From an optimization exercise on the open Yosys and OpenROAD flow, aimed at small area; shortcuts taken in it are not production practice.
Function was checked by simulation only, so behaviour that the tests miss may differ from the original.
The clock port is modelled as an ideal driver; clocking choices that lean on that would not hold on a real chip.
Power figures rest on the tool's default switching activity, not on a simulated workload.

**design/flow/flow/run.sh**
```bash
#!/bin/bash
# Standard synthesis, then its combinational logic re-mapped by ABC for area (registers untouched),
# then the standard layout from that netlist, with the clock tree trimmed after CTS (clk_downsize.tcl).
set -euo pipefail
HERE=$PWD
PLAT=$FLOW_HOME/platforms/$FLOW_PLATFORM
LIB=$PLAT/lib/sky130_fd_sc_hd__tt_025C_1v80.lib
YOSYS=$(command -v yosys || echo $FLOW_HOME/../tools/install/yosys/bin/yosys)
RES=$HERE/orfs/results/$FLOW_PLATFORM/com_fifo_top/base

bash standard.sh synth > $HERE/log_1_standard_synth.log 2>&1
cp $RES/1_2_yosys.v $HERE/synth_standard.v
mkdir -p $HERE/std_synth_logs
cp -r $HERE/orfs/logs $HERE/orfs/reports $HERE/std_synth_logs/ 2>/dev/null || true

DU=$(sed -n '/DONT_USE_CELLS/,/^$/p' $PLAT/config.mk | grep -oE "sky130_fd_sc_hd__\w+" | sed 's/^/-dont_use /' | tr '\n' ' ')
sed -e "s#{LIB}#$LIB#g" -e "s#{IN}#$HERE/synth_standard.v#" -e "s#{OUT}#$HERE/synth_remap.v#" \
    -e "s#{TOP}#$FLOW_TOP#" -e "s#{DONT_USE}#$DU#" $HERE/flow/remap.ys > $HERE/remap_run.ys
$YOSYS -q -l $HERE/log_2_remap.log $HERE/remap_run.ys > /dev/null 2>&1

rm -rf $HERE/orfs
bash standard.sh SYNTH_NETLIST_FILES=$HERE/synth_remap.v "BUFFER_PORTS_ARGS=-buffer_cell sky130_fd_sc_hd__buf_1" POST_CTS_TCL=$HERE/flow/clk_downsize.tcl finish > $HERE/log_3_layout.log 2>&1
```
**design/flow/flow/clk_downsize.tcl**
```tcl
# Post-CTS: downsize the clock tree buffers as far as the flip-flop clock-pin slew allows, and
# drop the dummy loads CTS added for balancing. Sizes are only ever lowered; placement is
# legalised again afterwards.
set ::cds_sizes {sky130_fd_sc_hd__clkbuf_2 sky130_fd_sc_hd__clkbuf_4 sky130_fd_sc_hd__clkbuf_8 sky130_fd_sc_hd__clkbuf_16}
set ::cds_limit 0.105

proc cds_sink_pins {inst} {
  # Flip-flop clock pins reached from this buffer
  set out [get_pins -of_objects $inst -filter "direction == output"]
  set net [get_nets -of_objects $out]
  set res {}
  foreach p [get_pins -of_objects $net -filter "direction == input"] {
    set c [get_cells -of_objects $p]
    if {[string match "sky130_fd_sc_hd__clkbuf_*" [get_property $c ref_name]]} {
      set res [concat $res [cds_sink_pins $c]]
    } else {
      lappend res $p
    }
  }
  return $res
}

proc cds_max_slew {pins} {
  set mx 0
  foreach p $pins {
    set s [get_property $p slew_max]
    if {$s > $mx} { set mx $s }
  }
  return $mx
}

estimate_parasitics -placement



# Dummy loads
set removed 0
foreach inst [get_cells clkload*] {
  set out [get_pins -of_objects $inst -filter "direction == output"]
  set net [get_nets -quiet -of_objects $out]
  if {$net == "" || [llength [get_pins -quiet -of_objects $net -filter "direction == input"]] == 0} {
    delete_instance $inst
    incr removed
  }
}
puts "clk_downsize: removed $removed dummy loads"
estimate_parasitics -placement

set changed 0
set area_saved 0.0
foreach inst [get_cells clkbuf_*] {
  set master [get_property $inst ref_name]
  set idx [lsearch $::cds_sizes $master]
  if {$idx <= 0} { continue }
  set sinks [cds_sink_pins $inst]
  for {set j 0} {$j < $idx} {incr j} {
    set cand [lindex $::cds_sizes $j]
    replace_cell $inst $cand
    estimate_parasitics -placement
    if {[cds_max_slew $sinks] <= $::cds_limit} {
      incr changed
      break
    }
    replace_cell $inst $master
    estimate_parasitics -placement
  }
}
puts "clk_downsize: downsized $changed buffers"
estimate_parasitics -placement

detailed_placement
check_placement -verbose
```
**design/flow/flow/remap.ys**
```
# Re-map the combinational logic of the standard synthesis netlist; registers are kept as they are
read_liberty -ignore_miss_func {LIB}
blackbox sky130_fd_sc_hd__df* sky130_fd_sc_hd__edf* sky130_fd_sc_hd__sdf* sky130_fd_sc_hd__sedf* sky130_fd_sc_hd__dl* sky130_fd_sc_hd__sdl* sky130_fd_sc_hd__conb*
read_verilog {IN}
hierarchy -top {TOP}
flatten
opt -purge
abc -liberty {LIB} {DONT_USE}
opt_clean -purge
hilomap -singleton -hicell sky130_fd_sc_hd__conb_1 HI -locell sky130_fd_sc_hd__conb_1 LO
stat -liberty {LIB}
write_verilog -noattr -nohex -nodec {OUT}
```
**design/flow/standard.sh**
```bash
#!/bin/bash
# synth_recipe.tcl (not shown) runs the flow's synth.tcl, then flattens the netlist and writes it again
# the make line also repeats each setting of config.mk as NAME=value (left out here)
make -C /OpenROAD-flow-scripts/flow DESIGN_CONFIG=/design/flow/config.mk WORK_HOME=/design/flow/orfs CLKGATE_MAP_FILE= SYNTH_SCRIPT=/design/flow/synth_recipe.tcl "${@:-finish}"
```
**design/flow/config.mk**
```make
export PLATFORM = sky130hd
export DESIGN_NAME = com_fifo_top
export DESIGN_NICKNAME = com_fifo_top
export VERILOG_FILES = /design/flow/design.v
export SDC_FILE = /design/flow/constraint.sdc
export NUM_CORES = 4
export LEC_CHECK = 0
export CAP_MARGIN = 0
export CORE_MARGIN = 2
export CORE_UTILIZATION = 55
export CTS_BUF_LIST = sky130_fd_sc_hd__clkbuf_8
export CTS_CLUSTER_DIAMETER = 50
export CTS_CLUSTER_SIZE = 20
export SLEW_MARGIN = 0
```
**design/flow/constraint.sdc**
```tcl
create_clock -name core_clock -period 5.5 [get_ports {clk}]
set_input_delay 1.1000 -clock core_clock [delete_from_list [all_inputs] [get_ports {clk}]]
set_output_delay 1.1000 -clock core_clock [all_outputs]
set_load 0.01 [all_outputs]
```
**design/flow/design.v**
```verilog
package com_pkg;
    typedef struct packed {
        logic [1:0]  ctx;
        logic [31:0] data;
    } loop_word_t;
    typedef logic [63:0] cmd_word_t;
    typedef struct packed {
        logic [1:0]  ctx;
        logic [31:0] data;
    } resp_word_t;
    typedef logic [15:0] reg_addr_t;
    typedef logic [15:0] reg_data_t;
endpackage
module sync_fifo #(
    parameter int  DEPTH = 16,
    parameter int  WIDTH = 32
) (
    input  logic             clk,
    input  logic             rst,
    input  logic             i_wr_en,
    input  logic [WIDTH-1:0] i_din,
    input  logic             i_rd_en,
    output logic [WIDTH-1:0] o_dout,
    output logic [DEPTH-1:0] o_head
);
    logic [DEPTH*WIDTH-1:0] mem;         
    logic [DEPTH-1:0]       head;
    assign o_head = head;
    always_ff @(posedge clk) begin
        if (i_wr_en)
            mem <= {mem[(DEPTH-1)*WIDTH-1:0], i_din};
    end
    always_ff @(posedge clk) begin
        if (rst)
            head <= '0;
        else if (i_wr_en && !i_rd_en)
            head <= {head[DEPTH-2:0], ~|head};
        else if (i_rd_en && !i_wr_en)
            head <= head >> 1;
    end
    always_comb begin
        o_dout = '0;
        for (int k = 0; k < DEPTH; k++)
            o_dout = o_dout | (mem[k*WIDTH +: WIDTH] & {WIDTH{head[k]}});
    end
endmodule
module rx_router (
    input  logic [63:0] i_rx_data,
    input  logic        i_rx_valid,
    output logic        o_loop_wr,
    output logic        o_cmd_wr
);
    logic magic_ok;
    assign magic_ok  = i_rx_valid & (i_rx_data[7:0] == 8'h77);
    assign o_loop_wr = magic_ok & (i_rx_data[9:8] == 2'd2);
    assign o_cmd_wr  = magic_ok & (i_rx_data[9:8] == 2'd3);
endmodule
module ctl_regfile (
    input  logic        clk,
    input  logic        rst,
    input  logic        i_cmd_wr,        
    input  logic [63:0] i_cmd,
    output logic [20:0] o_entry
);
    localparam logic [127:0] RW_INIT = 128'h0010_0000_EFCD;
    logic [15:0]  addr;
    logic [15:0]  mask;
    logic [15:0]  value;
    logic         rd;
    logic         rw_hit;
    logic         upt_hit;
    logic         wr_hit;
    logic [127:0] rw;
    logic [15:0]  rw_half;
    assign addr  = i_cmd[31:16];
    assign mask  = i_cmd[47:32];
    assign value = i_cmd[63:48];
    assign rd    = i_cmd[12];
    assign rw_hit  =  addr[15] & (addr[14:4] == '0);
    assign upt_hit = ~addr[15] & (addr[14:3] == 12'h002);
    assign rw_half = rw[addr[3:1]*16 +: 16];
    always_comb begin
        if (!rd)
            o_entry = {3'b001, addr[1:0], addr};
        else if (rw_hit)
            o_entry = {1'b1, addr[3:0], rw_half};
        else if (upt_hit)
            o_entry = {2'b01, addr[2:0], addr};
        else
            o_entry = {3'b000, addr[1:0], addr};
    end
    assign wr_hit = i_cmd_wr & i_cmd[13] & rw_hit;
    always_ff @(posedge clk) begin
        if (rst)
            rw <= RW_INIT;
        else if (wr_hit)
            rw[addr[3:1]*16 +: 16] <= (rw_half & ~mask) | (value & mask);
    end
endmodule
module ctl_engine (
    input  logic        clk,
    input  logic        rst,
    input  logic        i_cmd_valid,
    input  logic [20:0] i_entry,
    input  logic        i_resp_afull,
    output logic        o_cmd_pop,
    output logic        o_resp_wr,       
    output logic [20:0] o_resp,
    output logic        o_resp_pend      
);
    logic [63:0] uptime;
    logic        noop;
    logic        upt;
    logic [15:0] upt_half;
    always_ff @(posedge clk) begin
        if (rst)
            uptime <= '0;
        else
            uptime <= uptime + 64'd1;
    end
    assign noop = ~i_entry[20] & ~i_entry[19] & i_entry[18];
    assign upt  = ~i_entry[20] &  i_entry[19];
    assign upt_half = uptime[i_entry[18:17]*16 +: 16];
    assign o_cmd_pop = i_cmd_valid & ~i_resp_afull;
    assign o_resp_wr = o_cmd_pop & ~noop;
    assign o_resp    = {i_entry[20:16], upt ? upt_half : i_entry[15:0]};
    always_ff @(posedge clk) begin
        if (rst)
            o_resp_pend <= 1'b0;
        else
            o_resp_pend <= o_resp_wr;
    end
endmodule
module tx_arbiter (
    input  logic        clk,
    input  logic        rst,
    input  logic        i_loop_valid,
    input  logic [33:0] i_loop_word,     
    output logic        o_loop_pop,
    input  logic        i_resp_valid,
    input  logic [20:0] i_resp,          
    output logic        o_resp_pop,
    output logic [31:0] o_tx_data,
    output logic [1:0]  o_tx_tag,
    output logic [1:0]  o_tx_ctx,
    output logic        o_tx_valid,
    input  logic        i_tx_ready
);
    logic        take;
    logic        tag0;
    logic        rw;
    logic        upt;
    logic        other;
    logic        ro_const;
    logic [15:0] ro_half;
    logic [31:0] resp_data;
    assign take       = ~o_tx_valid | i_tx_ready;
    assign o_loop_pop = take & i_loop_valid;
    assign o_resp_pop = take & ~i_loop_valid & i_resp_valid;
    assign rw       = i_resp[20];
    assign upt      = ~i_resp[20] & i_resp[19];
    assign other    = ~i_resp[20] & ~i_resp[19];
    assign ro_const = other & (i_resp[15:5] == '0);
    always_comb begin
        case (i_resp[4:1])
            4'd0:    ro_half = 16'hAB89;
            4'd2:    ro_half = 16'(32'd24);
            4'd4:    ro_half = {8'h02, 8'h01};
            default: ro_half = 16'h0;
        endcase
    end
    always_comb begin
        if (rw)
            resp_data = {1'b1, 11'b0, i_resp[19:16], i_resp[15:0]};
        else if (upt)
            resp_data = {11'b0, 2'b10, i_resp[18:16], i_resp[15:0]};
        else
            resp_data = {i_resp[15:0], ro_const ? ro_half : 16'h0};
    end
    always_ff @(posedge clk) begin
        if (rst)
            o_tx_valid <= 1'b0;
        else if (take)
            o_tx_valid <= i_loop_valid | i_resp_valid;
    end
    always_ff @(posedge clk) begin
        if (o_loop_pop) begin
            o_tx_data <= i_loop_word[31:0];
            tag0      <= 1'b0;
            o_tx_ctx  <= i_loop_word[33:32];
        end
        else if (o_resp_pop) begin
            o_tx_data <= resp_data;
            tag0      <= 1'b1;
            o_tx_ctx  <= 2'b00;
        end
    end
    assign o_tx_tag = {1'b1, tag0};      
endmodule
module com_fifo_top (
    input  logic               clk,
    input  logic               rst,
    input  com_pkg::cmd_word_t i_rx_data,
    input  logic               i_rx_valid,
    output logic [31:0]        o_tx_data,
    output logic [1:0]         o_tx_tag,
    output logic [1:0]         o_tx_ctx,
    output logic               o_tx_valid,
    input  logic               i_tx_ready
);
    logic        loop_wr;
    logic        cmd_wr;
    logic [15:0] loop_head;
    logic [33:0] loop_dout;
    logic        loop_valid;
    logic        loop_pop;
    logic [20:0] cmd_entry;
    logic [15:0] cmd_head;
    logic [20:0] cmd_dout;
    logic        cmd_valid;
    logic        cmd_pop;
    logic        resp_wr;
    logic [20:0] resp_din;
    logic        resp_pend;
    logic [12:0] resp_head;
    logic [20:0] resp_dout;
    logic        resp_valid;
    logic        resp_afull;
    logic        resp_pop;
    rx_router u_rx_router (
        .i_rx_data  (i_rx_data),
        .i_rx_valid (i_rx_valid),
        .o_loop_wr  (loop_wr),
        .o_cmd_wr   (cmd_wr)
    );
    sync_fifo #(
        .DEPTH (16),
        .WIDTH (34)
    ) loop_fifo (
        .clk     (clk),
        .rst     (rst),
        .i_wr_en (loop_wr & ~loop_head[16-1]),
        .i_din   ({i_rx_data[11:10], i_rx_data[63:32]}),
        .i_rd_en (loop_pop),
        .o_dout  (loop_dout),
        .o_head  (loop_head)
    );
    assign loop_valid = |loop_head;
    ctl_regfile u_ctl_regfile (
        .clk      (clk),
        .rst      (rst),
        .i_cmd_wr (cmd_wr & ~cmd_head[16-1]),
        .i_cmd    (i_rx_data),
        .o_entry  (cmd_entry)
    );
    sync_fifo #(
        .DEPTH (16),
        .WIDTH (21)
    ) cmd_rx_fifo (
        .clk     (clk),
        .rst     (rst),
        .i_wr_en (cmd_wr & ~cmd_head[16-1]),
        .i_din   (cmd_entry),
        .i_rd_en (cmd_pop),
        .o_dout  (cmd_dout),
        .o_head  (cmd_head)
    );
    assign cmd_valid = |cmd_head;
    ctl_engine u_ctl_engine (
        .clk          (clk),
        .rst          (rst),
        .i_cmd_valid  (cmd_valid),
        .i_entry      (cmd_dout),
        .i_resp_afull (resp_afull),
        .o_cmd_pop    (cmd_pop),
        .o_resp_wr    (resp_wr),
        .o_resp       (resp_din),
        .o_resp_pend  (resp_pend)
    );
    sync_fifo #(
        .DEPTH (12 + 1),
        .WIDTH (21)
    ) resp_fifo (
        .clk     (clk),
        .rst     (rst),
        .i_wr_en (resp_wr),
        .i_din   (resp_din),
        .i_rd_en (resp_pop),
        .o_dout  (resp_dout),
        .o_head  (resp_head)
    );
    assign resp_valid = (|resp_head[12:1]) | (resp_head[0] & ~resp_pend);
    assign resp_afull = resp_head[12] | (resp_head[12-1] & ~resp_pend);
    tx_arbiter u_tx_arbiter (
        .clk          (clk),
        .rst          (rst),
        .i_loop_valid (loop_valid),
        .i_loop_word  (loop_dout),
        .o_loop_pop   (loop_pop),
        .i_resp_valid (resp_valid),
        .i_resp       (resp_dout),
        .o_resp_pop   (resp_pop),
        .o_tx_data    (o_tx_data),
        .o_tx_tag     (o_tx_tag),
        .o_tx_ctx     (o_tx_ctx),
        .o_tx_valid   (o_tx_valid),
        .i_tx_ready   (i_tx_ready)
    );
endmodule
```
==> results.txt, run 1 <==
- The floorplan step defined a die boundary enclosing 0.0949 mm^2.
- The power density over the cells is 352 mW/mm^2.
- The via total after detailed routing is 31800.
- Timing would allow up to 240 MHz.
- The minimum setup slack after placement is 1.38 ns.
- The setup slack of the critical path after layout is 1.33 ns.
- Summed over all nets, the half-perimeter wirelength after detailed placement is 78.7 mm.
- From left edge to right edge, the die measures 308 um.
- The number of setup violations in the final report is 0.
- The final critical path time including I/O delays and setup is 4.17 ns.
- The layout filler cell count is 6880.
- For the worst flop-to-flop path, the logic depth is 9.
- The number of DRC markers after the initial detailed-route iteration is 5874.
- The net count of the finished layout is 3433.
- A synthesized cell averages 16.7 um^2.
- The total overflow left after global routing is 0.
- The data arrival at the endpoint of the critical path is 4.78 ns.
- In this run the tightest slew margin relative to its limit is 0.218.
- The number of buffer cells added on primary ports is 101.
- The endpoint type of the worst setup path is a flop.
- Setup repair after global routing left no endpoint under its margin.
- The CTS tree is done.
- The slew at the pin closest to its max-slew limit is 1.17 ns.
- The number of remaining DRC errors is 0.
- The wire length of the first global-routing pass is 201 mm.
- After clock tree synthesis, the clock-pin slew on the worst setup and hold paths is 0.10 ns.
- The final count of hold timing violations is 0.
- The all-layer global routing usage is 0.286.
- Summing every instance area after synthesis gives 0.0508 mm^2.
- The pre-antenna-repair detailed-routing pass consisted of 8 iterations.
- The number of ports placed on the die boundary is 105.
- The largest fanout of any net on the critical path is 38.
- IR analysis of the VDD net gives a maximum drop of 0.000234 V.
- The initial antenna violation count is 5.
- The core region is 0.0917 mm^2.
- The remaining antenna violation count after routing is 0.
- Relative to the synthesized area, the layout overhead comes to 8.52%.
- The number of global-route vias before repair came to 31000.
- The total nets after synthesis is 3120.
- The sort of element at the start of the critical path is a flop.
- The critical path data required time is 6.11 ns.
- Across the routed clock network, the largest skew measured is 0.250 ns.
- The final critical-path share of the clock period is 0.758.
- The clock network latency to the later pin of the worst-skew pair is 1.01 ns.
- The initial utilization of the core area, before any placement, comes to 0.555.
- The tool flagged a number of max-cap violations equal to 0.
- The overall die height is 308 um.
- The per-cell routed wire length is 29.9 um.
- The leakage power of the design is 0.0170 uW.
- The max-slew violation count came to 0.
- The flow ran to the end and the layout has no timing, DRC or antenna violations.
- The critical path is of the flop to flop type.
- The pin count of the biggest net entering global routing is 189.
- For this run, the number of Yosys warnings is 0.
- The final weighted congestion in routability-driven placement is 0.834.
- Of the cells placed in the final design, the portion with a size suffix greater than 1 is 0.0803.
- The number of sinks driven by the clock tree is 1427.
- The overall routed net length is 136 mm.
- Synthesis handed over a netlist of 3052 instances.
- At the end of the flow the core is filled with cells to 0.602.
- The via-per-instance ratio is 6.98.
- The number of rows created at floorplan is 111.
- The depth of the worst hold-timing path is 0.
- The worst hold path belongs to the class flop to flop.
[critical path: stages, from the launching register on]
cell and delay (ns):
dfxtp_2 0.58, a222oi_1 0.38, nand4_1 0.13, nor2_1 0.72
a31oi_4 0.31, buf_4 0.37, nor2_1 0.78, nor2_4 0.18
a22oi_1 0.20, a21oi_1 0.08
[where the power goes]
| group | switching [uW] | leakage, uW | internal (uW) |
|---|---|---|---|
| clock | 3310 | 0.000886 | 1870 |
| sequential | 280 | 0.0125 | 12300 |
| combinational | 1250 | 0.00355 | 425 |
| total | 4840 | 0.0170 | 14600 |
[stage by stage]
step                instances  TNS [ns]  hold WS, ns  power [uW]  cell area (um^2)
finish                   4553         0        0.263       19400             55200
global route             4551         0        0.230       20000             55200
detailed placement       4410         0        0.432       14500             53500
global placement         4410         0        0.427       14400             53500
floorplan                3052  -4025.55        0.418       13700             51000
[sequential cells by signal (all words and copies together) (netlist names)]
name / count
u_tx_arbiter.tag0: 1
cmd_rx_fifo.mem: 336
loop_fifo.mem: 544
u_ctl_regfile.rw: 128
cmd_rx_fifo.head: 16
u_tx_arbiter.o_tx_valid: 1
u_ctl_engine.o_resp_pend: 1
resp_fifo.mem: 273
resp_fifo.head: 13
u_tx_arbiter.o_tx_data: 32
u_tx_arbiter.o_tx_ctx: 2
u_ctl_engine.uptime: 64
loop_fifo.head: 16
[routing by layer]
layer  track usage  up-vias  wire (um)
li1              -    13600          -
met5             0        -          0
met4         0.105        0       4250
met3        0.0604      255      15200
met1         0.415    15900      55100
met2         0.431     2021      61500
[final timing paths]
kind                                                         from                        endpoint  slack [ns]
worst min-delay path                 loop_fifo.mem[415]$_DFFE_PP_    loop_fifo.mem[449]$_DFFE_PP_        0.26
worst max-delay path            cmd_rx_fifo.head[14]$_SDFFE_PP0P_  resp_fifo.head[9]$_SDFFE_PP0P_        1.33
worst min register to register       loop_fifo.mem[415]$_DFFE_PP_    loop_fifo.mem[449]$_DFFE_PP_        0.26
worst max register to register  cmd_rx_fifo.head[14]$_SDFFE_PP0P_  resp_fifo.head[9]$_SDFFE_PP0P_        1.33
[cell usage in the layout, fill, tap and decap left out, types with 34 or more instances in the layout]
master and n:
edfxtp_1 1187, a222oi_1 313, nand2_1 293, dfxtp_1 208, a21oi_1 137, a22oi_1 126, o21ai_1 116, buf_1 99
clkbuf_8 97, nor2_1 87, nand3_1 83, buf_4 65, nor3_1 55, a221oi_1 49, and3_1 35, nand4_1 34
[cell type report]
type	instances	area, um^2	area share
Antenna cell	4	10.0	0.000181
Clock buffer	139	1630	0.0295
Inverter	15	56.3	0.00102
Sequential cell	1427	40500	0.734
Tap cell	1186	1480	0.0269
Timing Repair Buffer	172	992	0.0180
Multi-Input combinational cell	1610	10500	0.190
==> run 2: changes to the inputs <==
--- a/design/flow/config.mk
+++ b/design/flow/config.mk
@@ -7,7 +7,7 @@
 export LEC_CHECK = 0
 export CAP_MARGIN = 0
 export CORE_MARGIN = 2
-export CORE_UTILIZATION = 55
+export CORE_UTILIZATION = 40
 export CTS_BUF_LIST = sky130_fd_sc_hd__clkbuf_8
 export CTS_CLUSTER_DIAMETER = 50
 export CTS_CLUSTER_SIZE = 20
==> run 2 against run 1 <==
Effect of this change:
- area after synthesis did not move
- total power decreased by 0.18%
- sequential share of layout area fell by 0.83 points
- critical path type unchanged
- critical endpoint is now resp_fifo.mem[42]$_DFFE_PP_
- non-clock buffer count grew 17
- final cell count grew 10%
- setup slack got worse by 0.082 ns
- worst hold slack better by 0.018 ns
- clock power shrank 3%
- sequential power about the same
- still clean
- flip-flop and latch count is the same
==> results.txt, run 2 <==
- The flow ran to the end and the layout has no timing, DRC or antenna violations.
- The floorplan has 130 rows.
- The worst setup path is launched from a flop.
- The final count of hold timing violations is 0.
- Setup violations remaining at the end of the flow were counted as 0.
- Setup repair after global routing left no endpoint under its margin.
- In the layout the commonest cells are edfxtp_1, a222oi_1, nand2_1.
- The type of the tightest min-delay check is flop to flop.
- Dividing the detail-routed via count by the number of cells gives 6.27.
- STA classifies the critical path endpoint as a flop.
- The pin count of the biggest net entering global routing is 169.
- The total number of nets in the final design is 3441.
- The post-detailed-placement half-perimeter wirelength is 79.6 mm.
- TritonCTS built the clock tree.
- The final critical path time including I/O delays and setup is 4.25 ns.
- In the final layout, the share of cells above drive strength 1 is 0.0828.
- Across every metal layer, demand over resource in global routing totals 0.204.
- The critical path is of the flop to flop type.
- The number of flip-flops in the largest register is 544.
- The average instance in the mapped netlist occupies 16.7 um^2.
- IR analysis of the VDD net gives a maximum drop of 0.000257 V.
- The completed layout was analyzed and its total power is 19400 uW.
- The number of global-route vias before repair was 30100.
- Static timing analysis puts the maximum clock frequency at 235 MHz.
- The library cell used most frequently in the layout, excluding fill and tap cells, is edfxtp_1.
- The number of instances in the synthesized netlist is 3052.
- The relative slew slack is 0.235.
- In the finished design, the share of the clock period the worst path needs comes to 0.773.
- Clock-pin slew was measured on the worst setup and hold paths at 0.10 ns.
- The count of buffers added on input and output ports is 101.
- The detailed-router iteration count before antenna repair is 9.
- The layout-stage area growth over the synthesis result is 9.76%.
- The overall die height is 361 um.
- At the end of routability-driven placement, the weighted congestion stood at 0.795.
- The area of the die is 0.130 mm^2.
- Across the run, the number of max-cap violations was 0.
- The initial antenna violation count is 4.
- The final layout contains routed wiring with a total length of 137 mm.
- The initial core utilization is 0.404.
- The area of the core region is 0.126 mm^2.
- The max-slew violation count is 0.
- The number of DRC markers after the initial detailed-route iteration is 5519.
- For this block, the via count after detailed routing is 31500.
- Dividing the detail-routed wire length by the instance count gives 27.2 um.
- The largest fanout of any net on the critical path is 89.
- STA puts the critical path data arrival time at 4.60 ns.
- The leakage power of the design is 0.0170 uW.
- The clock arrives with 0.216 ns of skew.
- The remaining antenna violation count after routing is 0.
- The clock network latency to the later pin of the worst-skew pair is 0.93 ns.
- The Yosys step of the flow raised 0 warnings.
- The largest registers in the layout are loop_fifo.mem: 544 flops, cmd_rx_fifo.mem: 336 flops, resp_fifo.mem: 273 flops.
- Summing every instance area after synthesis gives 0.0508 mm^2.
- At the end of the flow the core is filled with cells to 0.443.
- 105 I/O pins were placed.
- The register with the most flip-flops in the final layout is loop_fifo.mem.
- The die is 361 um wide.
- The setup TNS is 0 ns.
- For this run, design rule violations remaining after detail routing come to 0.
- The number of sinks driven by the clock tree is 1427.
- When the netlist entered floorplanning its net count stood at 3120.
- The wire length of the first global-routing pass is 200 mm.
- The layout filler cell count is 11300.
- Data on the critical path is required at its endpoint by 5.85 ns.
- For the pin with the worst max-slew slack, the measured transition is 1.14 ns.
- In this run the power density over the cells is 348 mW/mm^2.
- After global routing the overflow that remains totals 0.
==> run 2: cell types whose count changed in the layout (fill, tap and decap cells not counted), sizes merged <==
cell,before,now
buf,170,187
clkbuf,141,132
diode,4,8
==> run 2: worst paths after layout <==
path	to	slack [ns]	from	cells after the start
max	resp_fifo.mem[42]$_DFFE_PP_	1.25	cmd_rx_fifo.head[14]$_SDFFE_PP0P_	7
min	resp_fifo.mem[186]$_DFFE_PP_	0.28	resp_fifo.mem[165]$_DFFE_PP_	0
max reg2reg	resp_fifo.mem[42]$_DFFE_PP_	1.25	cmd_rx_fifo.head[14]$_SDFFE_PP0P_	7
min reg2reg	resp_fifo.mem[186]$_DFFE_PP_	0.28	resp_fifo.mem[165]$_DFFE_PP_	0
==> run 2: report_power, final <==
| group | internal, uW | total (uW) | switching [uW] |
|---|---|---|---|
| Sequential | 12300 | 12500 | 252 |
| Combinational | 438 | 1810 | 1370 |
| Clock | 1790 | 5040 | 3250 |
| Total | 14500 | 19400 | 4870 |
==> run 2: worst max-delay path: stages (launching register included) <==
cell and delay (ns):
dfxtp_2 0.91, nor4_1 0.11, nand3_1 0.13, nor4_1 0.10
or3_1 0.51, a31oi_4 0.73, buf_12 0.46, buf_4 0.65
==> run 2: cell type report <==
cell class	count	area, um^2	share of cell area
Tap cell	1650	2060	0.0370
Inverter	15	56.3	0.00101
Antenna cell	8	20.0	0.000359
Sequential cell	1427	40500	0.726
Multi-Input combinational cell	1610	10500	0.188
Timing Repair Buffer	189	1120	0.0201
Clock buffer	130	1540	0.0276
==> run 2: through the flow <==
step           cell area, um^2  cells  setup slack [ns]  hold slack [ns]
2_1_floorplan            51000   3052             -7.73            0.418
3_3_place_gp             54200   4891              1.29            0.427
3_5_place_dp             54200   4891              1.28            0.432
5_1_grt                  55800   5029              1.12            0.273
6_report                 55800   5029              1.25            0.281
==> run 2: layer usage <==
| metal | vias to the layer above | GRT usage | part of all wire |
|---|---|---|---|
| met5 | - | 0 | 0 |
| met4 | 0 | 0.0549 | 0.020 |
| met3 | 184 | 0.0413 | 0.11 |
| met2 | 1841 | 0.303 | 0.44 |
| met1 | 15900 | 0.305 | 0.43 |
| li1 | 13600 | - | - |
==> run 3: changes to the inputs <==
--- a/design/flow/config.mk
+++ b/design/flow/config.mk
@@ -9,6 +9,6 @@
 export CORE_MARGIN = 2
 export CORE_UTILIZATION = 40
 export CTS_BUF_LIST = sky130_fd_sc_hd__clkbuf_8
-export CTS_CLUSTER_DIAMETER = 50
+export CTS_CLUSTER_DIAMETER = 40
 export CTS_CLUSTER_SIZE = 20
 export SLEW_MARGIN = 0
==> run 3 against run 2 <==
Effect of this change:
- still clean on timing, DRC and antenna
- largest power group unchanged
- critical path depth is the same
- first-iteration DRC count down 3.8%
- flip-flop and latch count unchanged
==> results.txt, run 3 <==
- The flow ran to the end and the layout has no timing, DRC or antenna violations.
- The maximum cell stage delay along the critical path is 0.90 ns.
- In this run the horizontal extent of the chip is 361 um.
- The number of setup violations in the final report is 0.
- The largest registers in the layout are loop_fifo.mem: 544 flops, cmd_rx_fifo.mem: 336 flops, resp_fifo.mem: 273 flops.
- A synthesized cell averages 16.7 um^2.
- The relative slew slack is 0.222.
- VDD sags by at most 0.000260 V.
- The total number of nets in the final design is 3516.
- The maximum frequency from static timing analysis is 234 MHz.
- The number of buffer cells added on primary ports is 101.
- The critical path data required time is 6.52 ns.
- Summing every instance area after synthesis gives 0.0508 mm^2.
- The critical path class is flop to flop.
- The final total power is 19500 uW.
- The max-slew violation count was 0.
- The CTS tree is done.
- Grouping stages by cell kind, the critical path spends the most delay in buffers and inverters.
- The number of sinks driven by the clock tree is 1427.
- The overall die height is 361 um.
- In this run the worst hold path is classified as input port to flop.
- Setup repair after global routing left no endpoint under its margin.
- The final weighted congestion in routability-driven placement is 0.795.
- The signal on the critical path passes through nor4_1 > nand3_1 > nor4_1 > or3_1 > a31oi_4 > buf_12 > buf_4.
- Adding up every negative setup slack in the final design gives 0 ns.
- In the layout the commonest cells are edfxtp_1, a222oi_1, nand2_1.
- The tightest hold path in the finished design has a slack of 0.0922 ns.
- The final route contains 31900 vias.
- After floorplanning, the core was divided into 130 placement rows.
- The area of the core region is 0.126 mm^2.
- For the pin with the worst max-slew slack, the measured transition is 1.16 ns.
- On the final layout, the worst clock skew is 0.239 ns.
- The post-route core utilization is 0.447.
- The number of remaining DRC errors is 0.
- The smallest clock period supported by the final layout is computed as 4.28 ns.
- The register with the most flip-flops in the layout has 544 of them.
- The number of ports placed on the die boundary is 105.
- For this block, the routed nets add up to 138 mm of wire.
- The number of instances in the synthesized netlist is 3052.
- Including well taps, the total number of placed cells is 4891.
- The area of the die is 0.130 mm^2.
- The endpoint type of the worst setup path is a flop.
- The clock-pin transition on the worst setup and hold timing paths is 0.10 ns.
- The number of maximum-capacitance constraint violations is 0.
- Once layout is complete, the cells apart from fillers number 5105.
- The all-layer global routing usage is 0.205.
- The area growth from synthesis to layout is 10.8%.
- The initial antenna violation count is 5.
- The number of DRC markers after the initial detailed-route iteration is 5309.
- The most numerous cell type found on the critical path is nor4_1.
- The count of buffering cells on the critical path with inverters included is 2.
- STA classifies the critical path startpoint as a flop.
- The detailed-router iteration count before antenna repair is 9.
- Detailed placement ended at an HPWL of 79.6 mm.
- The wire length of the first global-routing pass is 201 mm.
- The total nets after synthesis is 3120.
- On the critical path, the stage with the largest delay is an instance of dfxtp_2.
- Data arrives at the worst endpoint at 5.29 ns.
- In this run the worst path has a maximum fanout of 89.
- For this run, the number of Yosys warnings is 0.
- The leakage power of the design is 0.0173 uW.
- The final critical-path share of the clock period is 0.778.
- The remaining antenna violation count after routing is 0.
- The share of final-layout standard cells stronger than drive strength 1 is 0.0888.
- Dividing total power by cell area gives a power density of 346 mW/mm^2.
- Using the TritonRoute via totals, the vias-per-cell ratio works out to 6.24.
- The total overflow reported by the global router is 0.
- The most flop-heavy register is loop_fifo.mem.
- Clock latency on the worst-skew pair, taken at its later pin, is 1.59 ns.
- The final count of hold timing violations is 0.
- Dividing the detail-routed wire length by the instance count gives 26.9 um.
- The number of global-route vias before repair came to 30300.
- For this configuration, the core starts out at a cell density of 0.404.
- The library cell used most frequently in the layout, excluding fill and tap cells, is edfxtp_1.
- The pin count of the biggest net entering global routing is 169.
[run 3: changes by cell type in the layout (fill, tap and decap cells not counted), sizes merged]
cell / before / now
clkbuf: 132 / 159
diode: 8 / 9
dlygate4sd3: 0 / 48
[run 3: final timing paths]
| kind | from | to | slack, ns | cells after the start |
|---|---|---|---|---|
| hold / removal | i_rx_data[51] | loop_fifo.mem[19]$_DFFE_PP_ | 0.09 | 1 |
| hold reg to reg | cmd_rx_fifo.mem[259]$_DFFE_PP_ | cmd_rx_fifo.mem[280]$_DFFE_PP_ | 0.30 | 0 |
| setup / recovery | cmd_rx_fifo.head[14]$_SDFFE_PP0P_ | resp_fifo.mem[115]$_DFFE_PP_ | 1.22 | 7 |
| setup reg to reg | cmd_rx_fifo.head[14]$_SDFFE_PP0P_ | resp_fifo.mem[115]$_DFFE_PP_ | 1.22 | 7 |
[run 3: worst reg2reg max path: cells and delay by family, from the launching register on]
family | cells | cell delay [ns]
buf+inv | 2 | 1.16
compound gates | 1 | 0.74
simple gates | 4 | 0.87
flops | 1 | 0.90
[run 3: routing by layer]
metal	share of wire	up-vias	wire, um	track usage
met2	0.44	1894	60600	0.302
met3	0.11	220	15600	0.0408
met4	0.023	0	3200	0.0605
met1	0.42	16000	58200	0.307
met5	0	-	0	0
li1	-	13800	-	-
[run 3: final cells by class]
type | instances | area [um^2]
clock buffer | 157 | 1570
sequential | 1427 | 40500
multi-input combinational | 1610 | 10500
fill | 11300 | 69600
inverter | 15 | 56.3
timing repair buffer | 237 | 1600
tap | 1650 | 2060
antenna | 9 | 22.5
[run 3: through the flow]
step / setup WS, ns / cell area (um^2)
after floorplan: -7.73 / 51000
after global placement: 1.29 / 54200
after detailed placement: 1.28 / 54200
after global routing: 1.08 / 56300
final: 1.22 / 56300
[run 3: where the power goes]
part           switching, uW  total [uW]  internal (uW)  leakage, uW
clock network           3330        5100           1770     0.000895
registers                251       12500          12300       0.0125
logic                   1380        1840            460      0.00384
total                   4960       19500          14500       0.0173
==> run 4: changes to the inputs <==
==> design/flow/flow/run.sh (replaced) <==
#!/bin/bash
# Standard synthesis, then its combinational logic re-mapped by ABC for area (registers untouched),
# then the standard layout from that netlist, with the clock tree trimmed and upsized cells stepped back after CTS (post_cts.tcl).
set -euo pipefail
HERE=$PWD
PLAT=$FLOW_HOME/platforms/$FLOW_PLATFORM
LIB=$PLAT/lib/sky130_fd_sc_hd__tt_025C_1v80.lib
YOSYS=$(command -v yosys || echo $FLOW_HOME/../tools/install/yosys/bin/yosys)
RES=$HERE/orfs/results/$FLOW_PLATFORM/com_fifo_top/base

bash standard.sh synth > $HERE/log_1_standard_synth.log 2>&1
cp $RES/1_2_yosys.v $HERE/synth_standard.v
mkdir -p $HERE/std_synth_logs
cp -r $HERE/orfs/logs $HERE/orfs/reports $HERE/std_synth_logs/ 2>/dev/null || true

DU=$(sed -n '/DONT_USE_CELLS/,/^$/p' $PLAT/config.mk | grep -oE "sky130_fd_sc_hd__\w+" | sed 's/^/-dont_use /' | tr '\n' ' ')
sed -e "s#{LIB}#$LIB#g" -e "s#{IN}#$HERE/synth_standard.v#" -e "s#{OUT}#$HERE/synth_remap.v#" \
    -e "s#{TOP}#$FLOW_TOP#" -e "s#{ABC_SCRIPT}#$HERE/flow/remap.abc#" -e "s#{DONT_USE}#$DU#" $HERE/flow/remap.ys > $HERE/remap_run.ys
$YOSYS -q -l $HERE/log_2_remap.log $HERE/remap_run.ys > /dev/null 2>&1

rm -rf $HERE/orfs
bash standard.sh SYNTH_NETLIST_FILES=$HERE/synth_remap.v "BUFFER_PORTS_ARGS=-buffer_cell sky130_fd_sc_hd__buf_1" POST_CTS_TCL=$HERE/flow/post_cts.tcl finish > $HERE/log_3_layout.log 2>&1
==> design/flow/flow/area_recover.tcl (new file) <==
# Post-CTS: step cells that the placement repair sized up back down, one drive strength at a
# time, while setup slack, slews and the library limits stay clear with margin.
set ::ar_min_slack 0.5e-9
set ::ar_max_slew  1.0

proc ar_family_sizes {master} {
  # Same cell family, smaller areas first
  if {![regexp {^(sky130_fd_sc_hd__\w+?)_(\d+)$} $master -> fam drv]} { return {} }
  set res {}
  foreach lc [get_lib_cells ${fam}_*] {
    set n [get_name $lc]
    if {[regexp "^${fam}_(\\d+)\$" $n -> d]} { lappend res [list $d $n] }
  }
  return [lsort -integer -index 0 $res]
}

proc ar_net_slew_ok {inst} {
  foreach p [get_pins -of_objects $inst -filter "direction == output"] {
    set net [get_nets -quiet -of_objects $p]
    if {$net == ""} { continue }
    foreach q [get_pins -of_objects $net] {
      if {[get_property $q slew_max] > $::ar_max_slew} { return 0 }
    }
  }
  return 1
}

proc ar_ok {inst} {
  if {[sta::worst_slack_cmd max] < $::ar_min_slack} { return 0 }
  if {[sta::max_slew_violation_count] > 0} { return 0 }
  if {[sta::max_capacitance_violation_count] > 0} { return 0 }
  if {[sta::max_fanout_violation_count] > 0} { return 0 }
  return [ar_net_slew_ok $inst]
}

estimate_parasitics -placement
set ar_count 0
foreach inst [get_cells *] {
  set name [get_full_name $inst]
  if {[string match "clk*" $name]} { continue }
  set master [get_property $inst ref_name]
  if {![regexp {_(\d+)$} $master -> drv] || $drv <= 1} { continue }
  set sizes [ar_family_sizes $master]
  foreach s $sizes {
    lassign $s d cand
    if {$d >= $drv} { break }
    replace_cell $inst $cand
    estimate_parasitics -placement
    if {[ar_ok $inst]} {
      incr ar_count
      break
    }
    replace_cell $inst $master
    estimate_parasitics -placement
  }
}
puts "area_recover: downsized $ar_count cells"
detailed_placement
check_placement -verbose
==> design/flow/flow/post_cts.tcl (new file) <==
# Run after CTS (ORFS POST_CTS_TCL hook): trim the clock tree, then step back cells sized up earlier
set post_cts_dir [file dirname [file normalize [info script]]]
source $post_cts_dir/clk_downsize.tcl
source $post_cts_dir/area_recover.tcl
==> design/flow/flow/remap.abc (new file) <==
strash
ifraig
scorr
dc2
dretime
strash
&get -n
&dch -f
&nf -R 1000
&put
--- a/design/flow/flow/remap.ys
+++ b/design/flow/flow/remap.ys
@@ -5,7 +5,11 @@
 hierarchy -top {TOP}
 flatten
 opt -purge
-abc -liberty {LIB} {DONT_USE}
+techmap
+opt -full
+freduce
+opt -full
+abc -liberty {LIB} {DONT_USE} -script {ABC_SCRIPT}
 opt_clean -purge
 hilomap -singleton -hicell sky130_fd_sc_hd__conb_1 HI -locell sky130_fd_sc_hd__conb_1 LO
 stat -liberty {LIB}
--- a/design/flow/config.mk
+++ b/design/flow/config.mk
@@ -9,6 +9,6 @@
 export CORE_MARGIN = 2
 export CORE_UTILIZATION = 40
 export CTS_BUF_LIST = sky130_fd_sc_hd__clkbuf_8
-export CTS_CLUSTER_DIAMETER = 40
+export CTS_CLUSTER_DIAMETER = 50
 export CTS_CLUSTER_SIZE = 20
 export SLEW_MARGIN = 0
==> run 4 against run 3 <==
Effect of this change:
- now fails the layout checks on setup timing
- non-clock buffer count increased by 20
- critical endpoint is now u_ctl_engine.uptime[63]$_SDFF_PP0_
- highest routed layer unchanged
- fmax is 30% lower
- sequential power hardly changed
- critical path type unchanged
- routed wire length down 1.4%
- setup slack lost 1.8 ns
- area after synthesis fell by 0.42%
==> results.txt, run 4 <==
- The flow ran to the end, but the layout failed its checks.
- A clean result was blocked by setup timing.
- The number of warnings printed during yosys synthesis is 0.
- For this design, the slowest cell found on the critical path is dfxtp_2.
- In this run the worst path has a maximum fanout of 5.
- The endpoint identified for the worst register-to-register timing path is u_ctl_engine.uptime[63]$_SDFF_PP0_.
- The total nets after synthesis is 3106.
- The minimum setup slack after placement is -1.17 ns.
- The congestion estimate from routability-driven global placement came to 0.816.
- In the layout the commonest cells are edfxtp_1, a222oi_1, nand2_1.
- The initial core utilization is 0.403.
- Between clock sinks in the finished design, the worst skew comes to 0.140 ns.
- In this run the remaining antenna-violating nets after routing total 0.
- Clock-pin slew was measured on the worst setup and hold paths at 0.08 ns.
- The relative slew slack is 0.192.
- The sort of element at the start of the critical path is a flop.
- The number of global-route vias before repair was 29900.
- For this run, the top clock speed supported by timing is 164 MHz.
- Counting both buffers and inverters, the worst setup path holds a total of 0.
- In this run the static leakage power is 0.0174 uW.
- The critical path class is flop to flop.
- IR analysis of the VDD net gives a maximum drop of 0.000230 V.
- In the final layout, the share of cells above drive strength 1 is 0.104.
- Counting I/O delays and the setup requirement, the final critical path takes 6.09 ns.
- The clock network latency to the later pin of the worst-skew pair is 0.83 ns.
- After global routing the overflow that remains totals 0.
- In this run the core area contains 130 standard-cell rows.
- Measured along the y axis, the die boundary spans 360 um.
- The most common cell after layout, fill and taps aside is edfxtp_1.
- The number of instances in the synthesized netlist is 3038.
- The final count of hold timing violations was 0.
- The first detailed-routing pass ran for 10 iterations.
- For flop-to-flop paths, the worst setup slack is -0.59 ns.
- Max-cap violations in this run came to 0.
- loop_fifo.mem holds more flip-flops than any other register.
- The total number of nets in the final design is 3483.
- The data arrival at the endpoint of the critical path is 6.76 ns.
- In this run the power density over the cells is 346 mW/mm^2.
- The area of the die is 0.129 mm^2.
- Setup violations remaining at the end of the flow were counted as 9.
- From synthesis to final layout, the design area changed by 11.0%.
- The number of sinks driven by the clock tree is 1427.
- Entering global routing, the biggest net connects 218 pins.
- The max-slew violation count came to 0.
- The initial antenna violation count is 10.
- The synthesized area per cell is 16.7 um^2.
- The per-cell routed wire length is 26.7 um.
- The endpoint of the worst hold-timing path is loop_fifo.mem[220]$_DFFE_PP_.
- Once routing completed, OpenROAD measured the worst setup slack at -0.591 ns.
- In the global route stage, overall resource usage came out at 0.204.
- The source of the worst register-to-register timing path is u_ctl_engine.uptime[2]$_SDFF_PP0_.
- The slew at the pin closest to its max-slew limit is 1.21 ns.
- The start point of the worst hold path is loop_fifo.mem[186]$_DFFE_PP_.
- In the final layout, the registers with the most flip-flops are loop_fifo.mem: 544 flops, cmd_rx_fifo.mem: 336 flops, resp_fifo.mem: 273 flops.
- The number of buffer cells added on primary ports is 101.
- The routed design has 136 mm of wire.
- For this run, design rule violations remaining after detail routing come to 0.
- In the routed layout, each cell is associated on average with a via count of 6.14.
- Of the available clock period, the critical path in the final layout requires 1.11.
- In this run the cell area of the synthesized design comes to 0.0506 mm^2.
- The library cell appearing most often on the critical path is and3_4.
- The register with the most flip-flops in the layout has 544 of them.
- After the first detailed-routing iteration, the DRC count stood at 5187.
- The die is 360 um wide.
- The setup TNS is -2.60 ns.
- The maximum cell stage delay along the critical path is 0.33 ns.
- Along the worst hold path, the cell count comes to 0.
- The area of the core region is 0.126 mm^2.
- The wire length of the first global-routing pass is 200 mm.
- The path class of the tightest hold or removal check is flop to flop.
- STA classifies the critical path endpoint as a flop.
- The number of ports placed on the die boundary is 105.
- The cell family contributing the most delay on the critical path is simple AND/OR/NAND/NOR gates.
- Data on the critical path is required at its endpoint by 6.17 ns.
- The via total after detailed routing is 31100.
- The post-detailed-placement half-perimeter wirelength is 79.0 mm.
- TritonCTS built the clock tree.
- The length in cells of the worst reg-to-reg path is 36.
- Setup repair after global routing could not meet its margin everywhere.
- The final total power is 19400 uW.
## run 4: stage by stage
step                hold WS [ns]   util  instances  area (um^2)
floorplan                  0.421      -       3038        50700
global placement           0.427  0.433       4934        54400
detailed placement         0.432  0.433       4934        54400
global route               0.406  0.448       5067        56200
finish                     0.395  0.448       5070        56200
## run 4: worst reg2reg max path: cells and delay by family, from the launching register on
kind,cells,cell delay [ns]
flip-flops,1,0.33
AND/OR/NAND/NOR,36,5.64
## run 4: report_power, final
group | switching, uW | total [uW] | internal [uW]
registers | 247 | 12600 | 12400
clock network | 3260 | 5020 | 1760
logic | 1390 | 1790 | 407
## run 4: area by class of cell
type | count | area, um^2
multi-input cells | 1601 | 10400
well taps | 1650 | 2060
flip-flops and latches | 1427 | 40500
diodes | 7 | 17.5
fillers | 11100 | 69400
clock buffers | 118 | 1510
repair buffers | 257 | 1680
inverters | 10 | 50.0
## run 4: how the worst max path moves through the flow
stage,cells past startpoint,start,slack [ns],endpoint
3_3_place_gp,36,u_ctl_engine.uptime[1]$_SDFF_PP0_,-1.11,u_ctl_engine.uptime[62]$_SDFF_PP0_
3_5_place_dp,36,u_ctl_engine.uptime[1]$_SDFF_PP0_,-1.17,u_ctl_engine.uptime[62]$_SDFF_PP0_
2_1_floorplan,7,i_rx_data[7],-14.06,loop_fifo.head[0]$_SDFFE_PP0P_
5_1_grt,36,u_ctl_engine.uptime[0]$_SDFF_PP0_,-0.79,u_ctl_engine.uptime[63]$_SDFF_PP0_
6_report,36,u_ctl_engine.uptime[2]$_SDFF_PP0_,-0.59,u_ctl_engine.uptime[63]$_SDFF_PP0_
## run 4: metal layers
layer / up-vias / wire [um] / global-route usage
li1: 13600 / - / -
met1: 15700 / 57000 / 0.298
met2: 1690 / 59500 / 0.299
met3: 225 / 14700 / 0.0493
met4: 0 / 4420 / 0.0690
met5: - / 0 / 0
==> run 5: changes to the inputs <==
--- a/design/flow/flow/run.sh
+++ b/design/flow/flow/run.sh
@@ -15,7 +15,7 @@
 
 DU=$(sed -n '/DONT_USE_CELLS/,/^$/p' $PLAT/config.mk | grep -oE "sky130_fd_sc_hd__\w+" | sed 's/^/-dont_use /' | tr '\n' ' ')
 sed -e "s#{LIB}#$LIB#g" -e "s#{IN}#$HERE/synth_standard.v#" -e "s#{OUT}#$HERE/synth_remap.v#" \
-    -e "s#{TOP}#$FLOW_TOP#" -e "s#{ABC_SCRIPT}#$HERE/flow/remap.abc#" -e "s#{DONT_USE}#$DU#" $HERE/flow/remap.ys > $HERE/remap_run.ys
+    -e "s#{TOP}#$FLOW_TOP#" -e "s#{DONT_USE}#$DU#" $HERE/flow/remap.ys > $HERE/remap_run.ys
 $YOSYS -q -l $HERE/log_2_remap.log $HERE/remap_run.ys > /dev/null 2>&1
 
 rm -rf $HERE/orfs
--- a/design/flow/flow/remap.ys
+++ b/design/flow/flow/remap.ys
@@ -5,11 +5,7 @@
 hierarchy -top {TOP}
 flatten
 opt -purge
-techmap
-opt -full
-freduce
-opt -full
-abc -liberty {LIB} {DONT_USE} -script {ABC_SCRIPT}
+abc -liberty {LIB} {DONT_USE}
 opt_clean -purge
 hilomap -singleton -hicell sky130_fd_sc_hd__conb_1 HI -locell sky130_fd_sc_hd__conb_1 LO
 stat -liberty {LIB}
removed: design/flow/flow/remap.abc
==> run 5 against run 4 <==
Effect of this change:
- the run now finishes clean
- cell area fell by 1.4%
- combinational power fell by 3%
- routed wire length grew 0.91%
- highest routed layer is now met5
==> results.txt, run 5 <==
- The tool flagged a number of max-cap violations equal to 0.
- The minimum setup slack after placement is 1.28 ns.
- More flip-flops sit in one register than any other, and that register is loop_fifo.mem.
- The endpoint of the worst hold-timing path is resp_fifo.mem[186]$_DFFE_PP_.
- The total nets after synthesis is 3120.
- The area of the core region is 0.126 mm^2.
- Of the available clock period, the critical path in the final layout requires 0.918.
- The critical path class is flop to flop.
- The length in cells of the worst reg-to-reg path is 12.
- In this run the most critical hold path is launched from resp_fifo.mem[165]$_DFFE_PP_.
- The die covers 0.130 mm^2.
- The initial core utilization is 0.404.
- The clock network latency to the later pin of the worst-skew pair is 0.93 ns.
- The worst hold path passes through 0 cells.
- The number of ports placed on the die boundary is 105.
- The largest registers in the layout are loop_fifo.mem: 544 flops, cmd_rx_fifo.mem: 336 flops, resp_fifo.mem: 273 flops.
- The number of instances in the synthesized netlist is 3052.
- The pin count of the biggest net entering global routing is 169.
- The internal power of the cells totals 14500 uW.
- Setup repair after global routing left no endpoint under its margin.
- In this run the tightest slew margin relative to its limit is 0.267.
- Of the total power, the share spent switching nets is 0.252.
- After layout, the worst setup slack is 0.449 ns.
- The run finished with no timing, DRC or antenna violations.
- Once layout is complete, the utilization of the core stands at 0.440.
- The switching power total is 4870 uW.
- The detailed router placed 31500 vias in this run.
- For this run, design rule violations remaining after detail routing come to 0.
- After detailed placement, the total cell area comes to 0.0542 mm^2.
- The total overflow reported by the global router is 0.
- Of all nets on the critical path, the largest fanout is 19.
- The leakage power of the design is 0.0168 uW.
- The post-route cell area is 0.0554 mm^2.
- Clock-pin slew was measured on the worst setup and hold paths at 0.09 ns.
- The share of total power dissipated in combinational logic is 0.090.
- The remaining antenna violation count after routing is 0.
- Dividing the synthesized area by the synthesized cell count gives 16.7 um^2.
- The number of buffer cells added on primary ports is 101.
- Leaving out fill and tap cells, the most frequent cell in the layout is edfxtp_1.
- The initial antenna violation count is 5.
- The library cells used most frequently in the layout, excluding fill and tap cells, are edfxtp_1, a222oi_1, nand2_1.
- The number of flip-flops in the largest register is 544.
- Counting the fill cells in the layout gives 11400.
- At the pin with the least slew margin, the transition time is 1.10 ns.
- The endpoint of the worst-slack reg-to-reg timing path is loop_fifo.head[14]$_SDFFE_PP0P_.
- The number of setup violations in the final report is 0.
- The final count of hold timing violations is 0.
- At the end of routability-driven placement, the weighted congestion stood at 0.795.
- Across the routed clock network, the largest skew measured is 0.225 ns.
- Static timing analysis puts the maximum clock frequency at 198 MHz.
- The first routing iteration left 5597 violations.
- The slowest stage of the critical path is the buf_2 cell.
- The layout-stage area growth over the synthesis result is 9.01%.
- STA puts the critical path data required time at 6.11 ns.
- Detailed placement finished with a half-perimeter wire length of 79.6 mm.
- The wire length of the first global-routing pass is 200 mm.
- The power density over the cells is 349 mW/mm^2.
- The x dimension of the die is 361 um.
- The floorplan has 130 rows.
- The CTS tree is done.
- The flop-to-flop setup slack is 0.45 ns.
- The routed design has 137 mm of wire.
- The worst-case IR drop observed on VDD is 0.000235 V.
- The per-cell routed wire length is 27.2 um.
- The max-slew violation count is 0.
- Yosys printed 0 warnings.
- The setup TNS is 0 ns.
- The cell area that synthesis handed to floorplanning was 0.0508 mm^2.
- Data on the critical path arrives at its endpoint at 5.66 ns.
- The total number of nets in the final design is 3441.
- The number of global-route vias before repair is 30100.
- The tree built by TritonCTS fans out to 1427 sinks.
- The signal on the critical path passes through buf_2 > nor4_1 > nand3_1 > nor4_1 > buf_1 > nand2b_1 > buf_2 > and2_0 > buf_1 > nor2_1 > a222oi_1 > nor2_1.
- Of the cells placed in the final design, the portion with a size suffix greater than 1 is 0.0611.
- The relative contribution of the clock network to total power is 0.261.
- The worst path needs 5.05 ns of the cycle, external delays included.
- In this run the critical register-to-register path is launched from loop_fifo.head[4]$_SDFFE_PP0P_.
- The die is 361 um tall.
- The type of the tightest min-delay check is flop to flop.
- STA classifies the critical path endpoint as a flop.
- The first TritonRoute pass finished after 11 iterations.
- Across every metal layer, demand over resource in global routing totals 0.204.
- The via-per-instance ratio is 6.27.
- The sort of element at the start of the critical path is a flop.
- The maximum cell stage delay along the critical path is 0.58 ns.
- The power share of the sequential group is 0.649.
run 5: cell types whose count changed in the layout (fill, tap and decap cells not counted), sizes merged, moves of 8 or more:
cell	change
a21oi	-10
a22oi	-8
and4	+17
buf	-68
clkbuf	+12
nand3	+24
nor2	-24
run 5: critical path, delay by kind of cell, from the launching register on:
kind            cells  cell delay [ns]
simple gates        7             2.28
compound gates      1             0.35
buf+inv             4             1.77
flops               1             0.30
run 5: worst max-delay path by stage:
stage	start	to	cells after the start
floorplan	i_rx_data[7]	loop_fifo.head[0]$_SDFFE_PP0P_	8
global placement	i_rx_data[7]	u_ctl_regfile.rw[6]$_SDFFE_PP1P_	8
detailed placement	i_rx_data[7]	u_ctl_regfile.rw[3]$_SDFFE_PP1P_	8
global route	cmd_rx_fifo.head[15]$_SDFFE_PP0P_	resp_fifo.head[9]$_SDFFE_PP0P_	10
finish	loop_fifo.head[4]$_SDFFE_PP0P_	loop_fifo.head[14]$_SDFFE_PP0P_	12
run 5: final cells by class:
cell class | count | area [um^2] | share of cell area
inverters | 15 | 56.3 | 0.00102
repair buffers | 189 | 892 | 0.0161
multi-input cells | 1610 | 10400 | 0.188
flip-flops and latches | 1427 | 40500 | 0.730
diodes | 7 | 17.5 | 0.000316
well taps | 1650 | 2060 | 0.0372
clock buffers | 130 | 1540 | 0.0278
run 5: through the flow:
step	std cells	total power (uW)	hold slack, ns
2_1_floorplan	3052	13700	0.418
3_3_place_gp	4891	14600	0.427
3_5_place_dp	4891	14600	0.432
5_1_grt	5028	20000	0.273
6_report	5028	19300	0.273
run 5: metal layers:
metal / up-vias / global-route usage / part of all wire
met5: - / 0 / 0.000095
met2: 1809 / 0.303 / 0.44
li1: 13600 / - / -
met1: 15900 / 0.305 / 0.43
met4: 2 / 0.0543 / 0.019
met3: 182 / 0.0411 / 0.11
run 5: power by group through the flow:
stage / clock network [uW] / logic [uW] / registers (uW)
2_1_floorplan: 0 / 848 / 12800
3_3_place_gp: 0 / 1790 / 12800
3_5_place_dp: 0 / 1800 / 12800
5_1_grt: 5520 / 1850 / 12600
6_report: 5050 / 1740 / 12500
==> run 6: changes to the inputs <==
--- a/design/flow/flow/area_recover.tcl
+++ b/design/flow/flow/area_recover.tcl
@@ -1,6 +1,6 @@
 # Post-CTS: step cells that the placement repair sized up back down, one drive strength at a
 # time, while setup slack, slews and the library limits stay clear with margin.
-set ::ar_min_slack 0.5e-9
+set ::ar_min_slack 0.4e-9
 set ::ar_max_slew  1.0
 
 proc ar_family_sizes {master} {
--- a/design/flow/flow/clk_downsize.tcl
+++ b/design/flow/flow/clk_downsize.tcl
@@ -2,7 +2,7 @@
 # drop the dummy loads CTS added for balancing. Sizes are only ever lowered; placement is
 # legalised again afterwards.
 set ::cds_sizes {sky130_fd_sc_hd__clkbuf_2 sky130_fd_sc_hd__clkbuf_4 sky130_fd_sc_hd__clkbuf_8 sky130_fd_sc_hd__clkbuf_16}
-set ::cds_limit 0.105
+set ::cds_limit 0.110
 
 proc cds_sink_pins {inst} {
   # Flip-flop clock pins reached from this buffer
--- a/design/flow/flow/remap.ys
+++ b/design/flow/flow/remap.ys
@@ -5,6 +5,8 @@
 hierarchy -top {TOP}
 flatten
 opt -purge
+freduce
+opt_clean
 abc -liberty {LIB} {DONT_USE}
 opt_clean -purge
 hilomap -singleton -hicell sky130_fd_sc_hd__conb_1 HI -locell sky130_fd_sc_hd__conb_1 LO
==> run 6 against run 5 <==
Effect of this change:
- still clean
- synthesized cell count down 0.13%
- clock skew down 0.13 ns
- global-route usage about the same
- highest routed layer is now met4
==> results.txt, run 6 <==
- Across every metal layer, demand over resource in global routing totals 0.204.
- The clock-pin transition on the worst setup and hold timing paths is 0.11 ns.
- Compared with the post-synthesis result, the final layout area differs by 9.78%.
- The sort of element at the start of the critical path is a flop.
- The die is 360 um tall.
- The finished cells cover 0.0557 mm^2.
- The worst hold path was traced through 0 stages.
- The largest registers in the layout are loop_fifo.mem: 544 flops, cmd_rx_fifo.mem: 336 flops, resp_fifo.mem: 273 flops.
- The number of nets handed over by synthesis was 3116.
- The final layout contains 3440 nets.
- STA puts the critical path data arrival time at 5.87 ns.
- The pin count of the biggest net entering global routing is 181.
- The critical path class is flop to flop.
- The initialized floorplan defines 130 standard-cell rows.
- For the pin with the worst max-slew slack, the measured transition is 1.24 ns.
- The number of DRC markers after the initial detailed-route iteration is 5282.
- For this design the static power due to leakage is 0.0172 uW.
- Setup repair after global routing left no endpoint under its margin.
- In this run the worst path has a maximum fanout of 7.
- The tree built by TritonCTS fans out to 1427 sinks.
- The per-cell routed wire length is 27.3 um.
- The floorplan step defined a die boundary enclosing 0.130 mm^2.
- Once detail routing completed, the nets flagged for antenna violations numbered 0.
- The smallest clock period supported by the final layout is computed as 5.21 ns.
- The initial antenna violation count is 6.
- The worst hold path terminates at cmd_rx_fifo.mem[140]$_DFFE_PP_.
- The worst vdd rail ir drop is 0.000227 V.
- The final count of hold timing violations is 0.
- The worst setup path is captured at a flop.
- The final hold slack is 0.412 ns.
- The most common cell after layout, fill and taps aside is edfxtp_1.
- The Yosys step of the flow raised 0 warnings.
- The flop-to-flop setup slack is 0.29 ns.
- The max-slew violation count is 0.
- The endpoint of the worst-slack reg-to-reg timing path is u_ctl_engine.uptime[63]$_SDFF_PP0_.
- The final critical-path share of the clock period is 0.947.
- The via total after detailed routing is 31400.
- The largest clock skew in the final design is 0.0905 ns.
- The wire length of the first global-routing pass is 199 mm.
- 105 I/O pins were placed.
- The start point of the worst hold path is cmd_rx_fifo.mem[119]$_DFFE_PP_.
- The number of buffer cells added on primary ports is 101.
- In this run the cell area measured after placement is 0.0542 mm^2.
- The initial core utilization is 0.403.
- The CTS tree is done.
- Summed over all nets, the half-perimeter wirelength after detailed placement is 80.8 mm.
- Measured along the x axis, the die boundary spans 360 um.
- The final weighted congestion in routability-driven placement is 0.800.
- After detailed routing, the number of remaining DRC violations is 0.
- The most flop-heavy register is loop_fifo.mem.
- The power density over the cells is 328 mW/mm^2.
- Using the TritonRoute via totals, the vias-per-cell ratio works out to 6.24.
- The register with the most flip-flops in the layout has 544 of them.
- The total overflow reported by the global router is 0.
- The mapped netlist covers 0.0507 mm^2.
- The number of maximum-capacitance constraint violations is 0.
- The pre-antenna-repair detailed-routing pass consisted of 9 iterations.
- After technology mapping, the gate count stands at 3048.
- The overall routed net length is 137 mm.
- The layout filler cell count is 11100.
- Timing would allow up to 192 MHz.
- For the worst flop-to-flop path, the logic depth is 19.
- The run finished with no timing, DRC or antenna violations.
- Measured against its own limit, the worst slew margin works out to 0.172.
- The critical path data required time is 6.16 ns.
- The source of the worst register-to-register timing path is u_ctl_engine.uptime[1]$_SDFF_PP0_.
- The area of the core region is 0.126 mm^2.
- The average instance in the mapped netlist occupies 16.6 um^2.
- In this run the worst hold path is classified as flop to flop.
- The share of final-layout standard cells stronger than drive strength 1 is 0.0807.
- The clock network latency to the later pin of the worst-skew pair is 0.81 ns.
- The number of global-route vias before repair is 29900.
- The top cell types in the final layout, fill and taps aside, are edfxtp_1, a222oi_1, nand2_1.
- Setup violations remaining at the end of the flow were counted as 0.
==> run 6: cell types whose count changed in the layout (fill, tap and decap cells not counted), moves of 24 or more <==
| cell | delta |
|---|---|
| o21ai_0 | +119 |
| o21ai_1 | -116 |
| buf_4 | +81 |
| nor2_1 | +42 |
| buf_2 | -32 |
| buf_1 | -31 |
| nand3_1 | -24 |
==> run 6: where the power goes <==
part | leakage (uW) | internal, uW | switching [uW] | total [uW]
combinational | 0.00389 | 352 | 969 | 1320
sequential | 0.0125 | 11900 | 111 | 12000
clock | 0.000779 | 1720 | 3240 | 4960
==> run 6: worst max path at each step <==
stage | start | end | slack [ns]
final | u_ctl_engine.uptime[1]$_SDFF_PP0_ | u_ctl_engine.uptime[63]$_SDFF_PP0_ | 0.29
after global routing | u_ctl_engine.uptime[1]$_SDFF_PP0_ | u_ctl_engine.uptime[63]$_SDFF_PP0_ | 0.01
after detailed placement | u_ctl_engine.uptime[0]$_SDFF_PP0_ | u_ctl_engine.uptime[63]$_SDFF_PP0_ | 0.09
after global placement | u_ctl_engine.uptime[0]$_SDFF_PP0_ | u_ctl_engine.uptime[63]$_SDFF_PP0_ | 0.17
after floorplan | i_rx_data[7] | loop_fifo.head[0]$_SDFFE_PP0P_ | -14.06
==> run 6: stage by stage <==
stage                     setup TNS (ns)  setup WS [ns]  total power [uW]   util  cells
final                                  0          0.291             18300  0.443   5025
after global routing                   0         0.0131             18800  0.443   5024
after detailed placement               0         0.0880             13500  0.431   4906
after global placement                 0          0.167             13500  0.431   4906
after floorplan                 -6243.15         -14.06             12800      -   3048
==> run 6: area by class of cell <==
cell class / count / area (um^2) / area share
timing repair buffer: 208 / 1270 / 0.0229
clock buffer: 114 / 1470 / 0.0264
sequential: 1427 / 40500 / 0.727
multi-input combinational: 1610 / 10300 / 0.185
inverter: 11 / 53.8 / 0.000967
antenna: 5 / 12.5 / 0.000225
tap: 1650 / 2060 / 0.0371
==> run 6: routing by layer <==
layer	up-vias	global-route usage	routed length, um
li1	13500	-	-
met1	15900	0.304	58200
met2	1811	0.304	60800
met3	175	0.0441	15100
met4	0	0.0512	3070
met5	-	0	0
==> run 6: critical path, stage by stage (launching register included) <==
cell	delay, ns
dfxtp_2	0.38
and4_1	0.22
and4_2	0.28
and4_2	0.28
and4_1	0.22
and4_4	0.25
and4_2	0.28
and4_4	0.27
and4_1	0.21
and4_1	0.21
and4_2	0.27
and4_2	0.28
and4_2	0.28
and4_2	0.28
and4_2	0.29
and4_2	0.28
and4_2	0.28
and4_4	0.27
and4_1	0.19
nor3_1	0.04

-- separate check: timing with driven ports --
Ports are ideal in the flow. The routed layouts listed here were re-timed in OpenROAD. Step 1, drivers: a clkbuf_16 drives clk and a buf_2 each remaining input, both assumed. Step 2 adds t to the input delays and takes it off the output delays; t is the mean of the earliest and latest rising clock arrival at the registers after step 1. Input paths then give back, and output paths get back, about the clock's delay inside the block. a / b / c = no drivers / after step 1 / after step 2; a / b = the first two.
| run | shift t [ns] | setup slack, ns | worst hold slack (ns) | slew at the worst register clock pin (ns) |
|---|---|---|---|---|
| run 1 | 0.950 | 1.331 / 1.331 / 1.331 | 0.263 / 0.256 / 0.263 | 0.11 / 0.11 |
| run 2 | 0.916 | 1.249 / 1.249 / 1.207 | 0.281 / 0.281 / 0.281 | 0.12 / 0.12 |
| run 3 | 1.539 | 1.221 / 1.221 / 0.753 | 0.092 / 0.050 / 0.304 | 0.11 / 0.11 |
| run 4 | 0.832 | -0.591 / -0.591 / -0.591 | 0.395 / 0.395 / 0.395 | 0.12 / 0.12 |
| run 5 | 0.920 | 0.449 / 0.449 / 0.158 | 0.273 / 0.273 / 0.273 | 0.12 / 0.12 |
| run 6 | 0.850 | 0.291 / 0.291 / 0.291 | 0.412 / 0.412 / 0.412 | 0.12 / 0.12 |
The setup slack of run 3, which loses most, moves by 0.000 ns with the drivers and by -0.468 ns with both steps.
